What follows belongs to an exercise in optimizing a design on an open flow for small area; a production flow would make more cautious choices.
In this exercise RTL edits were held to simulation tests only and were not proved equivalent to the original.

==> inputs of maple <==
## cpu8_top
module cpu8_top #(
    parameter int imem_depth = 64
) (
    input  logic                          clk,
    input  logic                          rst_n,
    input  logic                          run,
    input  logic                          prog_we,
    input  logic [$clog2(imem_depth)-1:0] prog_addr,
    input  logic [31:0]                   prog_data,
    output logic                          retire,
    output logic [$clog2(imem_depth)-1:0] pc,
    output logic                          wb_en,
    output logic [2:0]                    wb_reg,
    output logic [7:0]                    wb_data
);
==> module nor2, before the edit <==
module nor2 (
    input  logic a,
    input  logic b,
    output logic y
);
    assign y = ~(a | b);
endmodule
==> module instr_mem, before the edit <==
module instr_mem #(
    parameter int w = cpu8_isa_pkg::cinstr_w
) (
    input  logic [64*w-1:0] words,   
    input  logic [5:0]      raddr,
    output logic [w-1:0]    rdata
);
    logic [7:0]  row_n, col_n;
    logic [63:0] sel;
    always_comb begin
        for (int j = 0; j < 8; j++) begin
            row_n[j] = ~(raddr[5:3] == j);
            col_n[j] = ~(raddr[2:0] == j);
        end
    end
    for (genvar i = 0; i < 64; i++) begin : g_sel
        nor2 u_sel (.a(row_n[i / 8]), .b(col_n[i % 8]), .y(sel[i]));
    end
    for (genvar b = 0; b < w; b++) begin : g_bit
        logic [63:0] d;
        for (genvar i = 0; i < 64; i++) begin : g_w
            assign d[i] = words[w*i + b];
        end
        sel64 u_sel (.s(sel), .d(d), .y(rdata[b]));
    end
endmodule
==> module cpu8_top, before the edit <==
module cpu8_top #(
    parameter int imem_depth = 64
) (
    input  logic                          clk,
    input  logic                          rst_n,
    input  logic                          run,
    input  logic                          prog_we,
    input  logic [$clog2(imem_depth)-1:0] prog_addr,
    input  logic [31:0]                   prog_data,
    output logic                          retire,
    output logic [$clog2(imem_depth)-1:0] pc,
    output logic                          wb_en,
    output logic [2:0]                    wb_reg,
    output logic [7:0]                    wb_data
);
    localparam int w = cpu8_isa_pkg::cinstr_w;
    cpu8_isa_pkg::cinstr_t enc;
    cpu8_isa_pkg::cinstr_t e;
    cpu8_core_pkg::data_t  rdata1;
    cpu8_core_pkg::data_t  rdata2;
    cpu8_core_pkg::data_t  alu_result;
    logic                  alu_zero;
    logic                  rf_we;
    logic                  taken;
    logic [5:0]            pc_next;
    logic [w-1:0] mem [0:63];
    logic [64*w-1:0] mem_flat;
    logic [7:0] regs [0:7];
    logic [63:0] regs_flat;
    logic [7:0]  row_n, col_n;
    logic [63:0] mem_we;
    always_comb begin
        for (int j = 0; j < 8; j++) begin
            row_n[j] = ~(prog_we && !run && prog_addr[5:3] == j);   
            col_n[j] = ~(prog_addr[2:0] == j);
        end
    end
    for (genvar i = 0; i < 64; i++) begin : g_we
        nor2 u_we (.a(row_n[i / 8]), .b(col_n[i % 8]), .y(mem_we[i]));
    end
    always_ff @(posedge clk) begin
        for (int i = 0; i < 64; i++) begin
            if (mem_we[i]) begin
                mem[i] <= enc;
            end
        end
    end
    always_ff @(posedge clk) begin
        for (int i = 0; i < 8; i++) begin
            if (!rst_n || (rf_we && e[10:8] == i)) begin
                regs[i] <= alu_result & {8{rst_n}};
            end
        end
    end
    always_ff @(posedge clk) begin
        if (!rst_n) begin
            pc <= '0;
        end else if (run) begin
            pc <= pc_next;
        end
    end
    always_comb begin
        for (int i = 0; i < 64; i++) mem_flat[w*i +: w] = mem[i];
        for (int i = 0; i < 8; i++)  regs_flat[8*i +: 8] = regs[i];
    end
    control_unit u_enc (
        .word (prog_data),
        .enc  (enc)
    );
    instr_mem u_imem (
        .words (mem_flat),
        .raddr (pc),
        .rdata (e)
    );
    assign rf_we = run & ~e[15] & ~e[14] & ~(e[13] & e[12] & ~e[11]);
    assign taken = e[15] | (e[14] & (e[6] ^ alu_zero));
    reg_file u_rf (
        .regs   (regs_flat),
        .raddr1 (e[5:3]),
        .raddr2 (e[2:0]),
        .rdata1 (rdata1),
        .rdata2 (rdata2)
    );
    alu u_alu (
        .e      (e),
        .a      (rdata1),
        .b      (rdata2),
        .result (alu_result),
        .zero   (alu_zero)
    );
    pc_unit u_pc (
        .pc      (pc),
        .taken   (taken),
        .offset  (e[13:8]),
        .pc_next (pc_next)
    );
    assign retire  = run;
    assign wb_en   = rf_we;
    assign wb_reg  = e[10:8];
    assign wb_data = alu_result;
endmodule
export LEC_CHECK = 0
export CAP_MARGIN = 20
export CORE_MARGIN = 2
export CORE_UTILIZATION = 75
export SETUP_SLACK_MARGIN = 0.2
export SLEW_MARGIN = 20
export SYNTH_HIERARCHICAL = 1
export SYNTH_MINIMUM_KEEP_SIZE = 0
create_clock -name core_clock -period 12.5 [get_ports {clk}]
standard.sh (not shown) runs the stock make flow with config.mk's settings and CLKGATE_MAP_FILE= SYNTH_SCRIPT=/design/flow/synth_recipe.tcl, a recipe that flattens the netlist after the stock synthesis.
==> flow/flow/run.sh <==
#!/bin/bash
# The standard layout (the standard.sh: unchanged synthesis, floorplan,
# power grid, placement and routing) with two changes:
#  - ports are buffered with the smallest buffer instead of clkdlybuf4s50_1,
#  - clock tree sinks are clustered 30 to a buffer within 70 um, without
#    dummy loads.
# make's output goes to standard_make.log; each ORFS step keeps its own log
# under orfs/logs/.
set -euo pipefail
export BUFFER_PORTS_ARGS="-buffer_cell sky130_fd_sc_hd__buf_1"
export CTS_ARGS="-sink_clustering_enable -repair_clock_nets -dont_use_dummy_load -sink_clustering_size 30 -sink_clustering_max_diameter 70"
bash standard.sh > standard_make.log 2>&1
==> sierra (differences from maple) <==
--- a/flow/design.v
+++ b/flow/design.v
@@ -4,25 +4,25 @@
     localparam int num_regs  = 8;
     localparam int reg_idx_w = $clog2(num_regs);
     typedef logic [data_w-1:0]    data_t;
     typedef logic [reg_idx_w-1:0] reg_idx_t;
 endpackage
 `timescale 1ns/1ns
 package cpu8_isa_pkg;
-    localparam int cinstr_w = 16;
+    localparam int cinstr_w = 14;
     typedef logic [cinstr_w-1:0] cinstr_t;
-    localparam logic [4:0] c_add = 5'b00000;
-    localparam logic [4:0] c_sub = 5'b00001;
-    localparam logic [4:0] c_and = 5'b00010;
-    localparam logic [4:0] c_or  = 5'b00011;
-    localparam logic [4:0] c_mul = 5'b00100;
-    localparam logic [4:0] c_sll = 5'b01000;
-    localparam logic [4:0] c_srl = 5'b01001;
-    localparam logic [4:0] c_sra = 5'b01010;
-    localparam logic [4:0] c_ror = 5'b01011;
+    localparam logic [3:0] c_add = 4'b0000;
+    localparam logic [3:0] c_sub = 4'b0001;
+    localparam logic [3:0] c_and = 4'b0010;
+    localparam logic [3:0] c_or  = 4'b0011;
+    localparam logic [3:0] c_mul = 4'b0100;
+    localparam logic [3:0] c_sll = 4'b1000;
+    localparam logic [3:0] c_srl = 4'b1001;
+    localparam logic [3:0] c_sra = 4'b1010;
+    localparam logic [3:0] c_ror = 4'b1011;
 endpackage
 `timescale 1ns/1ns
 module control_unit (
     input  logic [31:0]           word,
     output cpu8_isa_pkg::cinstr_t enc
 );
     logic [7:0] op;
@@ -31,36 +31,36 @@
     logic [7:0] imm;
     assign op  = word[31:24];
     assign rd  = word[18:16];
     assign off = word[21:16];
     assign rs1 = word[10:8];
     assign rs2 = word[2:0];
     assign imm = word[7:0];
-    function automatic logic [15:0] alu_form(input logic [4:0] c,
+    function automatic logic [13:0] alu_form(input logic [3:0] c,
                                              input logic [2:0] a,
                                              input logic [2:0] b);
-        alu_form = {2'b00, c[4:2], rd, c[1:0], a, b};
+        alu_form = {1'b0, c[3:2], rd, c[1:0], a, b};
     endfunction
     always_comb begin
         case (op)
             8'd0:    enc = alu_form(cpu8_isa_pkg::c_add, rs1, rs2);
             8'd1:    enc = alu_form(cpu8_isa_pkg::c_sub, rs1, rs2);
             8'd2:    enc = alu_form(cpu8_isa_pkg::c_and, rs1, rs2);
             8'd3:    enc = alu_form(cpu8_isa_pkg::c_or,  rs1, rs2);
             8'd4:    enc = alu_form(cpu8_isa_pkg::c_or,  rs2, rs2);   
-            8'd5:    enc = {2'b00, 3'b111, rd, imm};                  
-            8'd6:    enc = {1'b1, 1'b0, off[5:3], off[2:0], imm};     
-            8'd7:    enc = {2'b01, off[5:3], off[2:0], 1'b0, 1'b0, rs1, rs2};   
-            8'd8:    enc = {2'b01, off[5:3], off[2:0], 1'b0, 1'b1, rs1, rs2};   
+            8'd5:    enc = {1'b0, 2'b11, rd, imm};                    
+            8'd6:    enc = {1'b1, 1'b0, off, 3'd0, 3'd0};             
+            8'd7:    enc = {1'b1, 1'b0, off, rs1, rs2};               
+            8'd8:    enc = {1'b1, 1'b1, off, rs1, rs2};               
             8'd9:    enc = alu_form(cpu8_isa_pkg::c_mul, rs1, rs2);
             8'd10:   enc = alu_form(cpu8_isa_pkg::c_sll, rs1, rs2);
             8'd11:   enc = alu_form(cpu8_isa_pkg::c_srl, rs1, rs2);
             8'd12:   enc = alu_form(cpu8_isa_pkg::c_sra, rs1, rs2);
             8'd13:   enc = alu_form(cpu8_isa_pkg::c_ror, rs1, rs2);
-            default: enc = {2'b00, 3'b110, rd, imm};                  
+            default: enc = {1'b1, 1'b1, off, 3'd0, 3'd0};             
         endcase
     end
 endmodule
 `timescale 1ns/1ns
 module mul8lo (
     input  logic [7:0] a,
     input  logic [7:0] b,
@@ -150,66 +150,89 @@
     assign s25 = s18 ^ c17 ^ c24;
     assign c25 = (s18 & c17) | (s18 & c24) | (c17 & c24);
     assign s26 = s19 ^ c18 ^ c25;
     assign c26 = (s19 & c18) | (s19 & c25) | (c18 & c25);
     assign s27 = s20 ^ c19 ^ c26;
     assign p = {s27, s26, s25, s24, s23, s22, s21, pp0_0};
 endmodule
-module alu (
-    input  cpu8_isa_pkg::cinstr_t e,
-    input  cpu8_core_pkg::data_t  a,
-    input  cpu8_core_pkg::data_t  b,
-    output cpu8_core_pkg::data_t  result,
-    output logic                  zero
+module add8 (
+    input  cpu8_core_pkg::data_t a,
+    input  cpu8_core_pkg::data_t b,
+    input  logic                 sub,
+    output cpu8_core_pkg::data_t sum
 );
-    logic       is_br, fwd_imm;
-    logic [4:0] c;
-    logic       sub;
-    logic [2:0] s, amt;
-    logic       is_sll, is_sra, is_ror;
-    cpu8_core_pkg::data_t sum, prod, rot, shifted, logic_r;
-    logic [7:0] valid;
-    assign c       = {e[13:11], e[7:6]};
-    assign is_br   = ~e[15] & e[14];
-    assign fwd_imm = e[15] | (~e[14] & e[13] & e[12]);   
-    assign sub = is_br | (c == cpu8_isa_pkg::c_sub);
     always_comb begin
-        logic cy, bb;
-        cy = sub;
+        logic c, bb;
+        c = sub;
         for (int k = 0; k < 8; k++) begin
             bb     = b[k] ^ sub;
-            sum[k] = a[k] ^ bb ^ cy;
-            cy     = (a[k] & bb) | (a[k] & cy) | (bb & cy);
+            sum[k] = a[k] ^ bb ^ c;
+            c      = (a[k] & bb) | (a[k] & c) | (bb & c);
         end
     end
-    assign zero = (sum == '0);
-    assign logic_r = (a & b) | ({8{e[6]}} & (a | b));
-    mul8lo u_mul (.a(a), .b(b), .p(prod));
-    assign s      = e[2:0];
-    assign is_sll = (e[7:6] == 2'b00);
-    assign is_sra = (e[7:6] == 2'b10);
-    assign is_ror = (e[7:6] == 2'b11);
+endmodule
+module ror8 (
+    input  cpu8_core_pkg::data_t a,
+    input  logic [2:0]           amt,
+    output cpu8_core_pkg::data_t y
+);
+    cpu8_core_pkg::data_t r1, r2;
+    assign r1 = amt[0] ? {a[0], a[7:1]} : a;
+    assign r2 = amt[1] ? {r1[1:0], r1[7:2]} : r1;
+    assign y  = amt[2] ? {r2[3:0], r2[7:4]} : r2;
+endmodule
+module shifter (
+    input  cpu8_core_pkg::data_t a,
+    input  logic [2:0]           s,
+    input  logic [1:0]           mode,
+    output cpu8_core_pkg::data_t y
+);
+    logic       is_sll, is_sra, is_ror;
+    logic [2:0] amt;
+    cpu8_core_pkg::data_t rot;
+    logic [7:0] keep_l, keep_r;
+    assign is_sll = (mode == 2'd0);
+    assign is_sra = (mode == 2'd2);
+    assign is_ror = (mode == 2'd3);
     assign amt    = is_sll ? 3'(-s) : s;
-    assign rot    = 8'({a, a} >> amt);
+    ror8 u_rot (.a(a), .amt(amt), .y(rot));
     always_comb begin
         for (int k = 0; k < 8; k++) begin
-            valid[k]   = is_ror | (is_sll ? (k >= s) : (k <= 7 - s));
-            shifted[k] = valid[k] ? rot[k] : (is_sra & a[7]);
+            keep_l[k] = (k >= s);       
+            keep_r[k] = (k <= 7 - s);   
+        end
+        for (int k = 0; k < 8; k++) begin
+            if (is_ror || (is_sll ? keep_l[k] : keep_r[k])) y[k] = rot[k];
+            else                                              y[k] = is_sra & a[7];
         end
     end
+endmodule
+module alu (
+    input  cpu8_isa_pkg::cinstr_t e,
+    input  cpu8_core_pkg::data_t  a,
+    input  cpu8_core_pkg::data_t  b,
+    output cpu8_core_pkg::data_t  result,
+    output logic                  zero
+);
+    logic sub;
+    cpu8_core_pkg::data_t sum, prod, shifted, logic_r, arith;
+    assign sub = e[13] | ({e[12:11], e[7:6]} == cpu8_isa_pkg::c_sub);
+    add8 u_add (.a(a), .b(b), .sub(sub), .sum(sum));
+    assign zero = (sum == '0);
+    assign logic_r = (a & b) | ({8{e[6]}} & (a | b));
+    assign arith   = e[7] ? logic_r : sum;
+    mul8lo u_mul (.a(a), .b(b), .p(prod));
+    shifter u_sh (.a(a), .s(e[2:0]), .mode(e[7:6]), .y(shifted));
     always_comb begin
-        if (fwd_imm)       result = e[7:0];
-        else if (is_br)    result = sum;   
-        else begin
-            case (e[12:11])
-                2'b00:   result = e[7] ? logic_r : sum;
-                2'b01:   result = prod;
-                default: result = shifted;
-            endcase
-        end
+        case (e[12:11])
+            2'b00:   result = arith;
+            2'b01:   result = prod;
+            2'b10:   result = shifted;
+            default: result = e[7:0];   
+        endcase
     end
 endmodule
 `timescale 1ns/1ns
 module reg_file (
     input  logic [63:0]             regs,   
     input  cpu8_core_pkg::reg_idx_t raddr1,
     input  cpu8_core_pkg::reg_idx_t raddr2,
@@ -383,16 +406,16 @@
         .enc  (enc)
     );
     instr_mem u_imem (
         .words (mem_flat),
         .raddr (pc),
         .rdata (e)
     );
-    assign rf_we = run & ~e[15] & ~e[14] & ~(e[13] & e[12] & ~e[11]);
-    assign taken = e[15] | (e[14] & (e[6] ^ alu_zero));
+    assign rf_we = run & ~e[13];
+    assign taken = e[13] & (e[12] ^ alu_zero);
     reg_file u_rf (
         .regs   (regs_flat),
         .raddr1 (e[5:3]),
         .raddr2 (e[2:0]),
         .rdata1 (rdata1),
         .rdata2 (rdata2)
     );
@@ -402,15 +425,15 @@
         .b      (rdata2),
         .result (alu_result),
         .zero   (alu_zero)
     );
     pc_unit u_pc (
         .pc      (pc),
         .taken   (taken),
-        .offset  (e[13:8]),
+        .offset  (e[11:6]),
         .pc_next (pc_next)
     );
     assign retire  = run;
     assign wb_en   = rf_we;
     assign wb_reg  = e[10:8];
     assign wb_data = alu_result;
 endmodule
==> cedar (differences from maple) <==
--- a/flow/design.v
+++ b/flow/design.v
@@ -253,21 +253,14 @@
 module aoi222 (
     input  logic [2:0] s,
     input  logic [2:0] d,
     output logic       y_n
 );
     assign y_n = ~|(d & s);
 endmodule
-module nor2 (
-    input  logic a,
-    input  logic b,
-    output logic y
-);
-    assign y = ~(a | b);
-endmodule
 module sel8 (
     input  logic [7:0] s,
     input  logic [7:0] d,
     output logic       y
 );
     logic [1:0] t_n;
     aoi222 u_0 (.s(s[2:0]), .d(d[2:0]), .y_n(t_n[0]));
@@ -289,25 +282,20 @@
 module instr_mem #(
     parameter int w = cpu8_isa_pkg::cinstr_w
 ) (
     input  logic [64*w-1:0] words,   
     input  logic [5:0]      raddr,
     output logic [w-1:0]    rdata
 );
-    logic [7:0]  row_n, col_n;
     logic [63:0] sel;
     always_comb begin
-        for (int j = 0; j < 8; j++) begin
-            row_n[j] = ~(raddr[5:3] == j);
-            col_n[j] = ~(raddr[2:0] == j);
+        for (int i = 0; i < 64; i++) begin
+            sel[i] = (raddr == i);
         end
     end
-    for (genvar i = 0; i < 64; i++) begin : g_sel
-        nor2 u_sel (.a(row_n[i / 8]), .b(col_n[i % 8]), .y(sel[i]));
-    end
     for (genvar b = 0; b < w; b++) begin : g_bit
         logic [63:0] d;
         for (genvar i = 0; i < 64; i++) begin : g_w
             assign d[i] = words[w*i + b];
         end
         sel64 u_sel (.s(sel), .d(d), .y(rdata[b]));
     end
@@ -338,30 +326,17 @@
     logic                  rf_we;
     logic                  taken;
     logic [5:0]            pc_next;
     logic [w-1:0] mem [0:63];
     logic [64*w-1:0] mem_flat;
     logic [7:0] regs [0:7];
     logic [63:0] regs_flat;
-    logic [7:0]  row_n, col_n;
-    logic [63:0] mem_we;
-    always_comb begin
-        for (int j = 0; j < 8; j++) begin
-            row_n[j] = ~(prog_we && !run && prog_addr[5:3] == j);   
-            col_n[j] = ~(prog_addr[2:0] == j);
-        end
-    end
-    for (genvar i = 0; i < 64; i++) begin : g_we
-        nor2 u_we (.a(row_n[i / 8]), .b(col_n[i % 8]), .y(mem_we[i]));
-    end
     always_ff @(posedge clk) begin
-        for (int i = 0; i < 64; i++) begin
-            if (mem_we[i]) begin
-                mem[i] <= enc;
-            end
+        if (prog_we && !run) begin   
+            mem[prog_addr] <= enc;
         end
     end
     always_ff @(posedge clk) begin
         for (int i = 0; i < 8; i++) begin
             if (!rst_n || (rf_we && e[10:8] == i)) begin
                 regs[i] <= alu_result & {8{rst_n}};
             end
SETUP_SLACK_MARGIN = 0.3   (was 0.2)
==> comparison table <==
|  | sierra | cedar | maple |
|---|---|---|---|
| Run status | no timing/DRC/antenna violations | no timing/DRC/antenna violations | no timing/DRC/antenna violations |
| Arithmetic-cell share of the synthesized area counting full adders, half adders and majority gates | 1.970% | 1.705% | 1.791% |
| Share of cell area taken by flip-flops and latches | 72.65% | 71.81% | 72.44% |
| Die Span X | 226.6 µm | 240.6 µm | 240.0 µm |
| Post-place instance area | 38790 µm² | 44440 µm² | 43990 µm² |
| Reg2reg setup slack | 0.96 ns | 1.52 ns | 1.34 ns |
| Via count | 21920 | 25440 | 25570 |
| Initial antenna violation count | 2 | 7 | 3 |
| Max stage delay cell, worst path | sky130_fd_sc_hd__nor4_1 | sky130_fd_sc_hd__dfxtp_1 | sky130_fd_sc_hd__nor4_1 |
| Yosys Warn Count | 16 | 13 | 14 |
| Highest routed metal layer | met5 | met5 | met4 |
| Simple logic cell fraction of the synthesized area | 6.075% | 6.167% | 6.068% |
| Worst Reg-to-Reg Cells | 37 | 35 | 40 |
| WL met1 | 31690 µm | 36590 µm | 36110 µm |
| Final Util | 81.40% | 82.74% | 82.16% |

==> what the ideal ports hide <==
In the flow no input, the clock included, has a driving cell. The finished layouts below were timed again as built, in two steps. Step 1, drivers: a clkbuf_16 drives clk and a buf_2 each remaining input, both assumed. Step 2 moves the port delays by t, midway between the first and last clock arrival at a register: inputs arrive t later, outputs are due t later. That takes back most of the time a late clock gives input paths. Slacks: ideal ports / drivers / drivers and shift; pairs: ideal ports / drivers.
| run | t, ns | setup slack, ns | hold WS [ns] | latest minus earliest clock arrival (ns) | worst slew at a driven data input, ns |
|---|---|---|---|---|---|
| maple | 0.655 | 0.426 / 0.364 / 1.019 | 0.688 / 0.688 / 0.688 | 0.096 / 0.096 | 0.07 |
| sierra | 0.645 | 0.396 / 0.335 / 0.956 | 0.685 / 0.685 / 0.685 | 0.062 / 0.062 | 0.11 |
| cedar | 0.660 | 0.534 / 0.471 / 1.132 | 0.637 / 0.637 / 0.637 | 0.064 / 0.065 | 0.08 |
After both steps every run listed still meets setup and hold.
